This is an optimization exercise on Yosys and OpenROAD, whose aim is small area, not a production implementation.
The RTL was checked by simulation tests, not by an equivalence proof against the original design.
Power and IR drop assume default switching activity.

main:
// regfile_mp
module regfile_mp #(
  parameter int DATA_WIDTH = DEF_DATA_WIDTH,
  parameter int ADDR_WIDTH = DEF_ADDR_WIDTH,
  parameter int NUM_READ = 2,
  parameter int ZERO_EN = 1,
  parameter int ZERO_IDX = (1 << ADDR_WIDTH) - 1,
  parameter int BYPASS = 1
) (
  input  logic                           clk,
  input  logic                           reset_n,
  input  logic                           RegWrite,
  input  logic [ADDR_WIDTH-1:0]          WriteRegister,
  input  logic [DATA_WIDTH-1:0]          WriteData,
  input  logic                           Reserve,
  input  logic [ADDR_WIDTH-1:0]          ReserveRegister,
  input  logic [NUM_READ*ADDR_WIDTH-1:0] ReadRegister,
  output logic [NUM_READ*DATA_WIDTH-1:0] ReadData,
  output logic [NUM_READ-1:0]            ReadBusy,
  output logic [ADDR_WIDTH:0]            BusyCount
);
  localparam int DEPTH = 1 << ADDR_WIDTH;
  localparam int W = DATA_WIDTH;
  logic [W-1:0] regs [DEPTH-1];
  logic [W-1:0] nxt [DEPTH-1];
  logic [DEPTH-2:0] valid, we, rsv;
  logic [NUM_READ*(DEPTH-1)-1:0] rdec;
  logic wr_eff, rsv_eff;
  always_comb begin
    wr_eff = reset_n && RegWrite && WriteRegister != ADDR_WIDTH'(ZERO_IDX);
    rsv_eff = reset_n && Reserve && ReserveRegister != ADDR_WIDTH'(ZERO_IDX);
    for (int i = 0; i < DEPTH - 1; i++) begin
      we[i] = wr_eff && WriteRegister == ADDR_WIDTH'(i);
  ...
==> module regfile_aoi2, before the edit <==
module regfile_aoi2 #(parameter int W = 64) (
  input  logic [1:0]   s,
  input  logic [W-1:0] d0, d1,
  output logic [W-1:0] yn
);
  assign yn = ~(({W{s[0]}} & d0) | ({W{s[1]}} & d1));
endmodule
==> module regfile_rdport, before the edit <==
module regfile_rdport #(parameter int W = 64) (
  input  logic [31:0]   sel,
  input  logic [32*W-1:0] rows,
  output logic [W-1:0]  y
);
  logic [11*W-1:0] pn;
  for (genvar k = 0; k < 10; k++) begin : g_a3
    regfile_aoi3 #(.W(W)) u (.s(sel[3*k +: 3]), .d0(rows[(3*k)*W +: W]), .d1(rows[(3*k+1)*W +: W]),
                             .d2(rows[(3*k+2)*W +: W]), .yn(pn[k*W +: W]));
  end
  regfile_aoi2 #(.W(W)) u_a2 (.s(sel[31:30]), .d0(rows[30*W +: W]), .d1(rows[31*W +: W]),
                              .yn(pn[10*W +: W]));
  regfile_nand #(.W(W), .N(11)) u_or (.an(pn), .y(y));
endmodule
==> module regfile_mp, before the edit <==
module regfile_mp #(
  parameter int DATA_WIDTH = DEF_DATA_WIDTH,
  parameter int ADDR_WIDTH = DEF_ADDR_WIDTH,
  parameter int NUM_READ = 2,
  parameter int ZERO_EN = 1,
  parameter int ZERO_IDX = (1 << ADDR_WIDTH) - 1,
  parameter int BYPASS = 1
) (
  input  logic                           clk,
  input  logic                           reset_n,
  input  logic                           RegWrite,
  input  logic [ADDR_WIDTH-1:0]          WriteRegister,
  input  logic [DATA_WIDTH-1:0]          WriteData,
  input  logic                           Reserve,
  input  logic [ADDR_WIDTH-1:0]          ReserveRegister,
  input  logic [NUM_READ*ADDR_WIDTH-1:0] ReadRegister,
  output logic [NUM_READ*DATA_WIDTH-1:0] ReadData,
  output logic [NUM_READ-1:0]            ReadBusy,
  output logic [ADDR_WIDTH:0]            BusyCount
);
  localparam int DEPTH = 1 << ADDR_WIDTH;
  localparam int W = DATA_WIDTH;
  logic [W-1:0] regs [DEPTH-1];
  logic [W-1:0] nxt [DEPTH-1];
  logic [DEPTH-2:0] valid, we, rsv;
  logic [NUM_READ*(DEPTH-1)-1:0] rdec;
  logic wr_eff, rsv_eff;
  always_comb begin
    wr_eff = reset_n && RegWrite && WriteRegister != ADDR_WIDTH'(ZERO_IDX);
    rsv_eff = reset_n && Reserve && ReserveRegister != ADDR_WIDTH'(ZERO_IDX);
    for (int i = 0; i < DEPTH - 1; i++) begin
      we[i] = wr_eff && WriteRegister == ADDR_WIDTH'(i);
      rsv[i] = rsv_eff && ReserveRegister == ADDR_WIDTH'(i);
    end
  end
  always_ff @(posedge clk or negedge reset_n) begin
    if (!reset_n) valid <= '0;
    else valid <= valid | we;
  end
  for (genvar i = 0; i < DEPTH - 1; i++) begin : g_reg
    regfile_wrow #(.W(W)) u_w (.we(we[i]), .hold(!we[i]), .d(WriteData), .q(regs[i]), .y(nxt[i]));
    always_ff @(posedge clk) regs[i] <= nxt[i];
  end
  logic [DEPTH*W-1:0] rows;
  always_comb begin
    for (int i = 0; i < DEPTH - 1; i++) rows[i*W +: W] = regs[i];
    rows[(DEPTH-1)*W +: W] = WriteData;
  end
  for (genvar p = 0; p < NUM_READ; p++) begin : g_rd
    logic [ADDR_WIDTH-1:0] ri;
    logic [DEPTH-1:0] sel;
    always_comb begin
      ri = ReadRegister[p*ADDR_WIDTH +: ADDR_WIDTH];
      for (int i = 0; i < DEPTH - 1; i++) begin
        rdec[p*(DEPTH-1) + i] = ri == ADDR_WIDTH'(i);
        sel[i] = ri == ADDR_WIDTH'(i) && valid[i] && !we[i];
      end
      sel[DEPTH-1] = wr_eff && WriteRegister == ri;
    end
    regfile_rdport #(.W(W)) u_rp (.sel(sel), .rows(rows), .y(ReadData[p*W +: W]));
  end
  regfile_scoreboard #(
    .N(DEPTH - 1),
    .NUM_READ(NUM_READ),
    .CW(ADDR_WIDTH + 1)
  ) u_sb (
    .clk(clk),
    .reset_n(reset_n),
    .wr_dec(we),
    .rsv_dec(rsv),
    .rd_dec(rdec),
    .rd_busy(ReadBusy),
    .busy_count(BusyCount)
  );
endmodule
clock: 7.0 ns
lec_check: 0
cap_margin: 20
cell_pad_in_sites_detail_placement: 1
core_margin: 2
core_utilization: 60
setup_slack_margin: 0.4
slew_margin: 20
synth_hierarchical: 1
standard.sh (not shown) runs the stock make flow with config.mk's settings and CLKGATE_MAP_FILE= SYNTH_SCRIPT=/design/flow/synth_recipe.tcl, a recipe that flattens the netlist after the stock synthesis.
==> flow/flow/run.sh <==
#!/bin/bash
# Standard ORFS layout with two changes: smaller port buffers and a clock tree with clkbuf_16 trunk and
# clkbuf_8 leaf clusters without dummy loads. Each tool's output is kept under orfs/logs;
# make's own output goes to flow.log.
set -euo pipefail
CTS="-sink_clustering_enable -repair_clock_nets -dont_use_dummy_load -buf_list sky130_fd_sc_hd__clkbuf_8 -root_buf sky130_fd_sc_hd__clkbuf_16 -tree_buf sky130_fd_sc_hd__clkbuf_16 -sink_clustering_buffer sky130_fd_sc_hd__clkbuf_8 -sink_clustering_size 14 -sink_clustering_max_diameter 80"
bash standard.sh "CTS_ARGS=$CTS" "BUFFER_PORTS_ARGS=-buffer_cell sky130_fd_sc_hd__buf_1" finish > flow.log 2>&1
--- input diff main..the feature branch ---
-- flow/design.v --
<<< main, line 63
  assign yn = ~(({W{s[0]}} & d0) | ({W{s[1]}} & d1) | ({W{s[2]}} & d2));
endmodule
module regfile_aoi2 #(parameter int W = 64) (
  input  logic [1:0]   s,
  input  logic [W-1:0] d0, d1,
  output logic [W-1:0] yn
);
  assign yn = ~(({W{s[0]}} & d0) | ({W{s[1]}} & d1));
endmodule
module regfile_nand #(parameter int W = 64, parameter int N = 11) (
>>> the feature branch, line 63
  assign yn = ~(({W{s[0]}} & d0) | ({W{s[1]}} & d1) | ({W{s[2]}} & d2));
endmodule
module regfile_nand1 #(parameter int W = 64) (
  input  logic         s,
  input  logic [W-1:0] d0,
  output logic [W-1:0] yn
);
  assign yn = ~({W{s}} & d0);
endmodule
module regfile_nand #(parameter int W = 64, parameter int N = 11) (
<<< main, line 80
endmodule
module regfile_rdport #(parameter int W = 64) (
  input  logic [31:0]   sel,
  input  logic [32*W-1:0] rows,
  output logic [W-1:0]  y
);
  logic [11*W-1:0] pn;
>>> the feature branch, line 80
endmodule
module regfile_rdport #(parameter int W = 64) (
  input  logic [30:0]     sel,
  input  logic [31*W-1:0] rows,
  output logic [W-1:0]    y
);
  logic [11*W-1:0] pn;
<<< main, line 89
                             .d2(rows[(3*k+2)*W +: W]), .yn(pn[k*W +: W]));
  end
  regfile_aoi2 #(.W(W)) u_a2 (.s(sel[31:30]), .d0(rows[30*W +: W]), .d1(rows[31*W +: W]),
                              .yn(pn[10*W +: W]));
  regfile_nand #(.W(W), .N(11)) u_or (.an(pn), .y(y));
endmodule
>>> the feature branch, line 89
                             .d2(rows[(3*k+2)*W +: W]), .yn(pn[k*W +: W]));
  end
  regfile_nand1 #(.W(W)) u_a1 (.s(sel[30]), .d0(rows[30*W +: W]), .yn(pn[10*W +: W]));
  regfile_nand #(.W(W), .N(11)) u_or (.an(pn), .y(y));
endmodule
<<< main, line 114
);
  localparam int DEPTH = 1 << ADDR_WIDTH;
  localparam int W = DATA_WIDTH;
  logic [W-1:0] regs [DEPTH-1];
  logic [W-1:0] nxt [DEPTH-1];
  logic [DEPTH-2:0] valid, we, rsv;
  logic [NUM_READ*(DEPTH-1)-1:0] rdec;
  logic wr_eff, rsv_eff;
  always_comb begin
    wr_eff = reset_n && RegWrite && WriteRegister != ADDR_WIDTH'(ZERO_IDX);
    rsv_eff = reset_n && Reserve && ReserveRegister != ADDR_WIDTH'(ZERO_IDX);
    for (int i = 0; i < DEPTH - 1; i++) begin
      we[i] = wr_eff && WriteRegister == ADDR_WIDTH'(i);
      rsv[i] = rsv_eff && ReserveRegister == ADDR_WIDTH'(i);
    end
  end
  always_ff @(posedge clk or negedge reset_n) begin
    if (!reset_n) valid <= '0;
    else valid <= valid | we;
  end
  for (genvar i = 0; i < DEPTH - 1; i++) begin : g_reg
    regfile_wrow #(.W(W)) u_w (.we(we[i]), .hold(!we[i]), .d(WriteData), .q(regs[i]), .y(nxt[i]));
    always_ff @(posedge clk) regs[i] <= nxt[i];
  end
  logic [DEPTH*W-1:0] rows;
  always_comb begin
    for (int i = 0; i < DEPTH - 1; i++) rows[i*W +: W] = regs[i];
    rows[(DEPTH-1)*W +: W] = WriteData;
  end
  for (genvar p = 0; p < NUM_READ; p++) begin : g_rd
    logic [ADDR_WIDTH-1:0] ri;
    logic [DEPTH-1:0] sel;
    always_comb begin
      ri = ReadRegister[p*ADDR_WIDTH +: ADDR_WIDTH];
      for (int i = 0; i < DEPTH - 1; i++) begin
        rdec[p*(DEPTH-1) + i] = ri == ADDR_WIDTH'(i);
        sel[i] = ri == ADDR_WIDTH'(i) && valid[i] && !we[i];
      end
      sel[DEPTH-1] = wr_eff && WriteRegister == ri;
    end
    regfile_rdport #(.W(W)) u_rp (.sel(sel), .rows(rows), .y(ReadData[p*W +: W]));
  end
  regfile_scoreboard #(
    .N(DEPTH - 1),
    .NUM_READ(NUM_READ),
    .CW(ADDR_WIDTH + 1)
>>> the feature branch, line 113
);
  localparam int DEPTH = 1 << ADDR_WIDTH;
  localparam int N = DEPTH - 1;
  localparam int W = DATA_WIDTH;
  logic [W-1:0] regs [N];
  logic [N*W-1:0] nxt;
  logic [N-1:0] valid, we, rsv, live;
  logic [NUM_READ*N-1:0] rdec;
  logic wr_eff, rsv_eff;
  always_comb begin
    wr_eff = reset_n && RegWrite && WriteRegister != ADDR_WIDTH'(ZERO_IDX);
    rsv_eff = reset_n && Reserve && ReserveRegister != ADDR_WIDTH'(ZERO_IDX);
    for (int i = 0; i < N; i++) begin
      we[i] = wr_eff && WriteRegister == ADDR_WIDTH'(i);
      rsv[i] = rsv_eff && ReserveRegister == ADDR_WIDTH'(i);
    end
    live = valid | we;
  end
  always_ff @(posedge clk or negedge reset_n) begin
    if (!reset_n) valid <= '0;
    else valid <= live;
  end
  for (genvar i = 0; i < N; i++) begin : g_reg
    regfile_wrow #(.W(W)) u_w (.we(we[i]), .hold(!we[i]), .d(WriteData), .q(regs[i]),
                               .y(nxt[i*W +: W]));
    always_ff @(posedge clk) regs[i] <= nxt[i*W +: W];
  end
  for (genvar p = 0; p < NUM_READ; p++) begin : g_rd
    logic [ADDR_WIDTH-1:0] ri;
    logic [N-1:0] sel;
    always_comb begin
      ri = ReadRegister[p*ADDR_WIDTH +: ADDR_WIDTH];
      for (int i = 0; i < N; i++) begin
        rdec[p*N + i] = ri == ADDR_WIDTH'(i);
        sel[i] = ri == ADDR_WIDTH'(i) && live[i];
      end
    end
    regfile_rdport #(.W(W)) u_rp (.sel(sel), .rows(nxt), .y(ReadData[p*W +: W]));
  end
  regfile_scoreboard #(
    .N(N),
    .NUM_READ(NUM_READ),
    .CW(ADDR_WIDTH + 1)
Notes after the runs:
- Having completed the whole flow, the feature branch delivered a layout that passed the timing, DRC and antenna checks.
- Filler cell count in the final layout in the feature branch vs main: down about 0.5%
- The feature branch: worst path setup slack after routing is 0.13 ns lower than what main reported.
- Compared with main, the feature branch shows a lower share of total power in the clock network.
- Area: the feature branch vs main -> the feature branch larger
- Re net switching power of the design: the feature branch is 0.000060 W up on main.
- The feature branch: clock period minus worst slack higher than main
- Compared with main, in the feature branch number of buffers created by CTS down 1; non-clock buffer count has increased; power density over the cells went down by 0.42%.
- | wire length | the feature branch vs main | worse |
- The feature branch vs. main: instance count of the mapped netlist went up by 28.

[separate check: timing with driven ports]
No port has a modelled driver above. Below, the same layouts with a new extraction and two added sets of constraints. Step 1 assumes that a clkbuf_16 drives the clock port and a buf_2 every other input. Step 2 also shifts input and output timing later by t, the mid clock arrival at the registers, as if the neighbouring blocks saw the same clock. Slacks: no drivers / after step 1 / after step 2; pairs: no drivers / after step 1.
run	shift t [ns]	setup WS [ns]	worst setup path at the end	cell pins on the clock port's net
main	0.856	0.405 / 0.377 / 0.203	input to register	1
the feature branch	0.877	0.272 / 0.251 / 0.251	input to output	1
After both steps setup and hold are still met in every run listed. For main, which loses most, drivers alone change the setup slack by -0.028 ns; drivers and shift together by -0.202 ns.
